This is an optimization exercise on Yosys and OpenROAD, whose aim is a short achievable clock period and few clock cycles, not a production implementation.
Function was checked by simulation only, so behaviour that the tests miss may differ from the original.

==> inputs of 07-05 <==
==> flow/design.v <==
package apb_seq_pkg;
    localparam int addr_w     = 16;
    localparam int data_w     = 32;
    localparam int prog_depth = 32;
    localparam int pc_w       = 5;
    localparam int op_w       = 3;
    localparam int cmd_w      = op_w + addr_w + data_w;
    localparam logic [op_w-1:0] op_write  = 3'd0;
    localparam logic [op_w-1:0] op_read   = 3'd1;
    localparam logic [op_w-1:0] op_branch = 3'd2;
    localparam logic [op_w-1:0] op_goto   = 3'd3;
    localparam int st_w = 3;
    localparam logic [st_w-1:0] st_idle      = 3'd0;
    localparam logic [st_w-1:0] st_decode    = 3'd1;
    localparam logic [st_w-1:0] st_wait_xfer = 3'd2;
    localparam logic [st_w-1:0] st_finished  = 3'd3;
    localparam logic [st_w-1:0] st_failed    = 3'd4;
    localparam int op_lsb     = addr_w + data_w;
    localparam int addr_lsb   = data_w;
    localparam int target_lsb = addr_w + data_w - pc_w;
endpackage
`timescale 1ns/1ps
import apb_seq_pkg::*;
module cmd_store (
    input  logic             clk,
    input  logic             load_en,
    input  logic [pc_w-1:0]  load_addr,
    input  logic [cmd_w-1:0] load_word,
    input  logic [pc_w-1:0]  rd_addr0,
    input  logic [pc_w-1:0]  rd_addr1,
    output logic [cmd_w-1:0] rd_word0,
    output logic [cmd_w-1:0] rd_word1,
    output logic [cmd_w-1:0] word_first
);
    logic [cmd_w-1:0] mem [prog_depth];
    always_ff @(posedge clk) begin
        if (load_en) begin
            mem[load_addr] <= load_word;
        end
    end
    assign rd_word0   = mem[rd_addr0];
    assign rd_word1   = mem[rd_addr1];
    assign word_first = mem[0];
endmodule
`timescale 1ns/1ps
import apb_seq_pkg::*;
module apb_master (
    input  logic              clk,
    input  logic              rst_n,
    input  logic              start_ok,
    input  logic              first_xfer,
    input  logic [cmd_w-1:0]  word_first,
    input  logic              forked,
    input  logic              cur,
    input  logic [1:0]        nb_valid,
    input  logic [1:0]        nb_kind0,
    input  logic [1:0]        nb_kind1,
    input  logic [addr_w-1:0] nb_addr0,
    input  logic [addr_w-1:0] nb_addr1,
    input  logic [data_w-1:0] nb_data0,
    input  logic [data_w-1:0] nb_data1,
    output logic              take,
    output logic              resolve,
    output logic              nc,
    output logic              running,
    output logic              flag,
    output logic              rd_busy,
    output logic              rd_last,
    output logic              done,
    output logic              error,
    output logic [addr_w-1:0] paddr,
    output logic              psel,
    output logic              penable,
    output logic              pwrite,
    output logic [data_w-1:0] pwdata,
    input  logic              pready,
    input  logic [data_w-1:0] prdata,
    input  logic              pslverr
);
    logic       complete;
    logic       nvalid;
    logic [1:0] nkind;
    logic       load_req;
    assign complete = psel && penable && pready;
    assign nc       = forked ? |prdata : cur;
    assign nvalid   = nb_valid[nc];
    assign nkind    = nc ? nb_kind1 : nb_kind0;
    assign take     = running && ((complete && !pslverr) || !psel) && nvalid;
    assign resolve  = complete && forked;
    assign rd_busy  = psel && !pwrite;
    assign rd_last  = complete && !pwrite;
    always_ff @(posedge clk or negedge rst_n) begin
        if (!rst_n) begin
            psel    <= 1'b0;
            penable <= 1'b0;
            done    <= 1'b0;
            error   <= 1'b0;
            running <= 1'b0;
            flag    <= 1'b0;
        end else if (start_ok) begin
            done    <= 1'b0;
            error   <= 1'b0;
            running <= 1'b1;
            psel    <= first_xfer;
            penable <= 1'b0;
        end else if (running) begin
            if (psel && !penable) begin
                penable <= 1'b1;
            end else if (complete && pslverr) begin
                error   <= 1'b1;
                running <= 1'b0;
                psel    <= 1'b0;
                penable <= 1'b0;
            end else if (complete || !psel) begin
                if (complete && !pwrite) begin
                    flag <= |prdata;
                end
                penable <= 1'b0;
                psel    <= nvalid && !nkind[1];
                if (nvalid && nkind[1]) begin
                    running <= 1'b0;
                    done    <= !nkind[0];
                    error   <= nkind[0];
                end
            end
        end
    end
    assign load_req = start_ok || !psel || complete;
    always_ff @(posedge clk) begin
        if (load_req) begin
            if (start_ok) begin
                paddr  <= word_first[addr_lsb +: addr_w];
                pwdata <= word_first[data_w-1:0];
                pwrite <= word_first[op_lsb +: op_w] == op_write;
            end else begin
                paddr  <= nc ? nb_addr1 : nb_addr0;
                pwdata <= nc ? nb_data1 : nb_data0;
                pwrite <= (nc ? nb_kind1 : nb_kind0) == 2'd0;
            end
        end
    end
endmodule
`timescale 1ns/1ps
import apb_seq_pkg::*;
module seq_control (
    input  logic              clk,
    input  logic              rst_n,
    input  logic              start_ok,
    input  logic              first_xfer,
    input  logic [pc_w:0]     prog_len,
    input  logic              running,
    input  logic              flag,
    input  logic              rd_busy,
    input  logic              rd_last,
    input  logic [cmd_w-1:0]  rd_word0,
    input  logic [cmd_w-1:0]  rd_word1,
    output logic [pc_w-1:0]   rd_addr0,
    output logic [pc_w-1:0]   rd_addr1,
    input  logic              take,
    input  logic              resolve,
    input  logic              nc,
    output logic              cur,
    output logic              forked,
    output logic [1:0]        nb_valid,
    output logic [1:0]        nb_kind0,
    output logic [1:0]        nb_kind1,
    output logic [addr_w-1:0] nb_addr0,
    output logic [addr_w-1:0] nb_addr1,
    output logic [data_w-1:0] nb_data0,
    output logic [data_w-1:0] nb_data1
);
    localparam logic [1:0] k_write = 2'd0;
    localparam logic [1:0] k_read  = 2'd1;
    localparam logic [1:0] k_done  = 2'd2;
    localparam logic [1:0] k_err   = 2'd3;
    logic [pc_w:0] plen;
    logic [pc_w:0] ptr [2];
    logic [pc_w:0] ptr_nx [2];
    logic [1:0]    prod;
    logic [1:0]    prod_kind [2];
    logic          fork_go;
    logic [pc_w:0] fork_fall;
    logic [pc_w:0] fork_tgt;
    logic          flag_known;
    assign rd_addr0 = ptr[0][pc_w-1:0];
    assign rd_addr1 = ptr[1][pc_w-1:0];
    logic [1:0]       cur_kind;
    logic [1:0]       fgo;
    logic [pc_w:0]    ffall [2];
    logic [pc_w:0]    ftgt [2];
    assign cur_kind   = cur ? nb_kind1 : nb_kind0;
    assign flag_known = !(nb_valid[cur] && cur_kind == k_read) && !rd_busy;
    fetch_path #(.taken(1'b0)) u_path0 (
        .act        (running && (forked || !cur)),
        .forked     (forked),
        .flag       (flag),
        .flag_known (flag_known),
        .rd_last    (rd_last),
        .plen       (plen),
        .ptr        (ptr[0]),
        .full       (nb_valid[0]),
        .full_rd    (nb_kind0 == k_read),
        .word       (rd_word0),
        .ptr_nx     (ptr_nx[0]),
        .prod       (prod[0]),
        .prod_kind  (prod_kind[0]),
        .fork_go    (fgo[0]),
        .fork_fall  (ffall[0]),
        .fork_tgt   (ftgt[0])
    );
    fetch_path #(.taken(1'b1)) u_path1 (
        .act        (running && (forked || cur)),
        .forked     (forked),
        .flag       (flag),
        .flag_known (flag_known),
        .rd_last    (rd_last),
        .plen       (plen),
        .ptr        (ptr[1]),
        .full       (nb_valid[1]),
        .full_rd    (nb_kind1 == k_read),
        .word       (rd_word1),
        .ptr_nx     (ptr_nx[1]),
        .prod       (prod[1]),
        .prod_kind  (prod_kind[1]),
        .fork_go    (fgo[1]),
        .fork_fall  (ffall[1]),
        .fork_tgt   (ftgt[1])
    );
    assign fork_go   = |fgo;
    assign fork_fall = cur ? ffall[1] : ffall[0];
    assign fork_tgt  = cur ? ftgt[1] : ftgt[0];
    always_ff @(posedge clk or negedge rst_n) begin
        if (!rst_n) begin
            ptr[0]   <= '0;
            ptr[1]   <= '0;
            cur      <= 1'b0;
            forked   <= 1'b0;
            nb_valid <= 2'b00;
            plen     <= '0;
        end else if (start_ok) begin
            plen     <= prog_len;
            ptr[0]   <= first_xfer ? 6'd1 : 6'd0;
            ptr[1]   <= first_xfer ? 6'd1 : 6'd0;
            forked   <= 1'b0;
            nb_valid <= 2'b00;
        end else begin
            if (fork_go) begin
                ptr[0] <= fork_fall;
                ptr[1] <= fork_tgt;
                forked <= 1'b1;
            end else begin
                ptr[0] <= ptr_nx[0];
                ptr[1] <= ptr_nx[1];
            end
            for (int f = 0; f < 2; f++) begin
                if (prod[f]) nb_valid[f] <= 1'b1;
                else if (take && nc == (f == 1)) nb_valid[f] <= 1'b0;
            end
            if (resolve) begin
                forked <= 1'b0;
                cur    <= nc;
                nb_valid[!nc] <= 1'b0;
            end
        end
    end
    always_ff @(posedge clk) begin
        if (prod[0]) begin
            nb_kind0 <= prod_kind[0];
            nb_addr0 <= rd_word0[addr_lsb +: addr_w];
            nb_data0 <= rd_word0[data_w-1:0];
        end
        if (prod[1]) begin
            nb_kind1 <= prod_kind[1];
            nb_addr1 <= rd_word1[addr_lsb +: addr_w];
            nb_data1 <= rd_word1[data_w-1:0];
        end
    end
endmodule
module fetch_path #(
    parameter logic taken = 1'b0
) (
    input  logic             act,
    input  logic             forked,
    input  logic             flag,
    input  logic             flag_known,
    input  logic             rd_last,
    input  logic [pc_w:0]    plen,
    input  logic [pc_w:0]    ptr,
    input  logic             full,
    input  logic             full_rd,
    input  logic [cmd_w-1:0] word,
    output logic [pc_w:0]    ptr_nx,
    output logic             prod,
    output logic [1:0]       prod_kind,
    output logic             fork_go,
    output logic [pc_w:0]    fork_fall,
    output logic [pc_w:0]    fork_tgt
);
    logic [op_w-1:0] op;
    logic [pc_w:0]   tgt;
    logic [pc_w:0]   inc;
    assign op  = word[op_lsb +: op_w];
    assign tgt = {1'b0, word[target_lsb +: pc_w]};
    assign inc = ptr + 1'b1;
    assign fork_fall = inc;
    assign fork_tgt  = tgt;
    always_comb begin
        ptr_nx    = ptr;
        prod      = 1'b0;
        prod_kind = 2'd3;
        fork_go   = 1'b0;
        if (act) begin
            if (ptr >= plen) begin
                prod      = !full;
                prod_kind = 2'd2;
            end else if (op == op_write || op == op_read) begin
                prod      = !full;
                prod_kind = (op == op_read) ? 2'd1 : 2'd0;
                if (!full) ptr_nx = inc;
            end else if (op == op_goto) begin
                ptr_nx = tgt;
            end else if (op == op_branch) begin
                if (forked) begin
                    if (!(full && full_rd)) ptr_nx = taken ? tgt : inc;
                end else if (flag_known) begin
                    ptr_nx = flag ? tgt : inc;
                end else if (!full && !rd_last) begin
                    fork_go = 1'b1;
                end
            end else begin
                prod      = !full;
                prod_kind = 2'd3;
            end
        end
    end
endmodule
`timescale 1ns/1ps
import apb_seq_pkg::*;
module apb_seq_top (
    input  logic              clk,
    input  logic              rst_n,
    input  logic              load_en,
    input  logic [pc_w-1:0]   load_addr,
    input  logic [cmd_w-1:0]  load_word,
    input  logic [pc_w:0]     prog_len,
    input  logic              start,
    output logic              done,
    output logic              error,
    output logic [addr_w-1:0] paddr,
    output logic              psel,
    output logic              penable,
    output logic              pwrite,
    output logic [data_w-1:0] pwdata,
    input  logic              pready,
    input  logic [data_w-1:0] prdata,
    input  logic              pslverr
);
    logic [pc_w-1:0]   rd_addr0, rd_addr1;
    logic [cmd_w-1:0]  rd_word0, rd_word1, word_first;
    logic              start_ok, first_xfer;
    logic              running, flag, rd_busy, rd_last;
    logic              take, resolve, nc, cur, forked;
    logic [1:0]        nb_valid, nb_kind0, nb_kind1;
    logic [addr_w-1:0] nb_addr0, nb_addr1;
    logic [data_w-1:0] nb_data0, nb_data1;
    logic [op_w-1:0]   op_first;
    assign start_ok   = start && !running;
    assign op_first   = word_first[op_lsb +: op_w];
    assign first_xfer = (prog_len != '0) && (op_first == op_write || op_first == op_read);
    cmd_store u_store (
        .clk        (clk),
        .load_en    (load_en),
        .load_addr  (load_addr),
        .load_word  (load_word),
        .rd_addr0   (rd_addr0),
        .rd_addr1   (rd_addr1),
        .rd_word0   (rd_word0),
        .rd_word1   (rd_word1),
        .word_first (word_first)
    );
    seq_control u_ctrl (
        .clk        (clk),
        .rst_n      (rst_n),
        .start_ok   (start_ok),
        .first_xfer (first_xfer),
        .prog_len   (prog_len),
        .running    (running),
        .flag       (flag),
        .rd_busy    (rd_busy),
        .rd_last    (rd_last),
        .rd_word0   (rd_word0),
        .rd_word1   (rd_word1),
        .rd_addr0   (rd_addr0),
        .rd_addr1   (rd_addr1),
        .take       (take),
        .resolve    (resolve),
        .nc         (nc),
        .cur        (cur),
        .forked     (forked),
        .nb_valid   (nb_valid),
        .nb_kind0   (nb_kind0),
        .nb_kind1   (nb_kind1),
        .nb_addr0   (nb_addr0),
        .nb_addr1   (nb_addr1),
        .nb_data0   (nb_data0),
        .nb_data1   (nb_data1)
    );
    apb_master u_apb (
        .clk        (clk),
        .rst_n      (rst_n),
        .start_ok   (start_ok),
        .first_xfer (first_xfer),
        .word_first (word_first),
        .forked     (forked),
        .cur        (cur),
        .nb_valid   (nb_valid),
        .nb_kind0   (nb_kind0),
        .nb_kind1   (nb_kind1),
        .nb_addr0   (nb_addr0),
        .nb_addr1   (nb_addr1),
        .nb_data0   (nb_data0),
        .nb_data1   (nb_data1),
        .take       (take),
        .resolve    (resolve),
        .nc         (nc),
        .running    (running),
        .flag       (flag),
        .rd_busy    (rd_busy),
        .rd_last    (rd_last),
        .done       (done),
        .error      (error),
        .paddr      (paddr),
        .psel       (psel),
        .penable    (penable),
        .pwrite     (pwrite),
        .pwdata     (pwdata),
        .pready     (pready),
        .prdata     (prdata),
        .pslverr    (pslverr)
    );
endmodule
==> flow/run.sh <==
#!/bin/bash
# synth_recipe.tcl (not shown) runs the flow's synth.tcl, then flattens the netlist and writes it again
# the make line also repeats each setting of config.mk as NAME=value (left out here)
make -C /OpenROAD-flow-scripts/flow DESIGN_CONFIG=/design/flow/config.mk WORK_HOME=/design/flow/orfs CLKGATE_MAP_FILE= SYNTH_SCRIPT=/design/flow/synth_recipe.tcl finish
==> flow/config.mk <==
export PLATFORM = sky130hd
export DESIGN_NAME = apb_seq_top
export DESIGN_NICKNAME = apb_seq_top
export VERILOG_FILES = /design/flow/design.v
export SDC_FILE = /design/flow/constraint.sdc
export NUM_CORES = 4
export LEC_CHECK = 0
export CAP_MARGIN = 20
export CORE_MARGIN = 2
export CORE_UTILIZATION = 40
export SLEW_MARGIN = 20
==> flow/constraint.sdc <==
create_clock -name core_clock -period 4.0 [get_ports {clk}]
set_input_delay 0.8000 -clock core_clock [delete_from_list [all_inputs] [get_ports {clk}]]
set_output_delay 0.8000 -clock core_clock [all_outputs]
set_load 0.01 [all_outputs]
==> 09-23: changes against 07-05 <==
--- a/flow/config.mk
+++ b/flow/config.mk
@@ -8,4 +8,6 @@
 export CAP_MARGIN = 20
 export CORE_MARGIN = 2
 export CORE_UTILIZATION = 40
+export SETUP_SLACK_MARGIN = 2.0
 export SLEW_MARGIN = 20
+export TNS_END_PERCENT = 100
==> results.toml <==
[route]
wl_per_cell_um = 38.0
route.met2.wl_um = 145000

[power]
p_per_area_nw_per_um2 = 779
p_clk_uw = 17700
internal-power_uw = 53100

[setup_path]
r2r_end = "u_ctrl.ptr[0][0]$_DFFE_PN0P_"
rr_worst_depth = 12
critical_path_depth = 12
crit_required_ns = 4.75

[grt]
antenna_found_initial = 18

[final_layout]
nets = 5382
fin_cells = 8222

[status]
status = "finished clean"

[sta]
layout_min_cycle_time_ns = 3.14
[end of results for 09-23]
==> results.toml <==
[logic_synthesis]
synthAdderAreaFrac_pct = 0.210

[power]
p_clk_uw = 17100
p_per_area_nw_per_um2 = 704
internal-power_uw = 44000
maxPowerGroup = "combinational cells"

[grt]
use_met2_pct = 39.0
grt_pass1_wl_um = 356000
antenna_found_initial = 16

[setup_path]
crit_required_ns = 4.72
r2r_end = "u_ctrl.ptr[1][2]$_DFFE_PN0P_"
rr_worst_depth = 10
critical_path_depth = 10

[status]
status = "finished clean"

[route]
route.met2.wl_um = 123000
wl_per_cell_um = 32.3

[final_layout]
nClkBuffers = 241
fin_cells = 7761
final_layout_size_suffix_gt1_share_pct = 25.9

[clock_network]
clockRootBuffer = "clkbuf_16"

[sta]
layout_min_cycle_time_ns = 3.72
[end of results for 07-05]
Testbench counts of 07-05, summed over its fixed seeds: cycles 86,476.
Testbench counts of 09-23, summed over its fixed seeds: cycles 86,476.

## static timing again, ports no longer ideal
In the flow no input, the clock included, has a driving cell. The finished layouts below were timed again as built, in two steps. Step 1 assumes that a clkbuf_16 drives the clock port and a buf_2 every other input. Step 2, shift: input delay + t, output delay - t, t = (earliest + latest rising clock arrival at the registers) / 2. This alone moves slack from input paths to output paths. Three values: ideal ports, drivers, drivers and shift; two values: the first two.
run | shift t [ns] | slack for setup (ns) | latest minus earliest clock arrival (ns)
07-05 | 0.920 | 0.283 / 0.283 / 0.283 | 0.041 / 0.042
09-23 | 0.935 | 0.857 / 0.857 / 0.388 | 0.037 / 0.036
After both steps every run listed still meets setup and hold. For 09-23, which loses most, drivers alone change the setup slack by 0.000 ns; drivers and shift together by -0.469 ns.
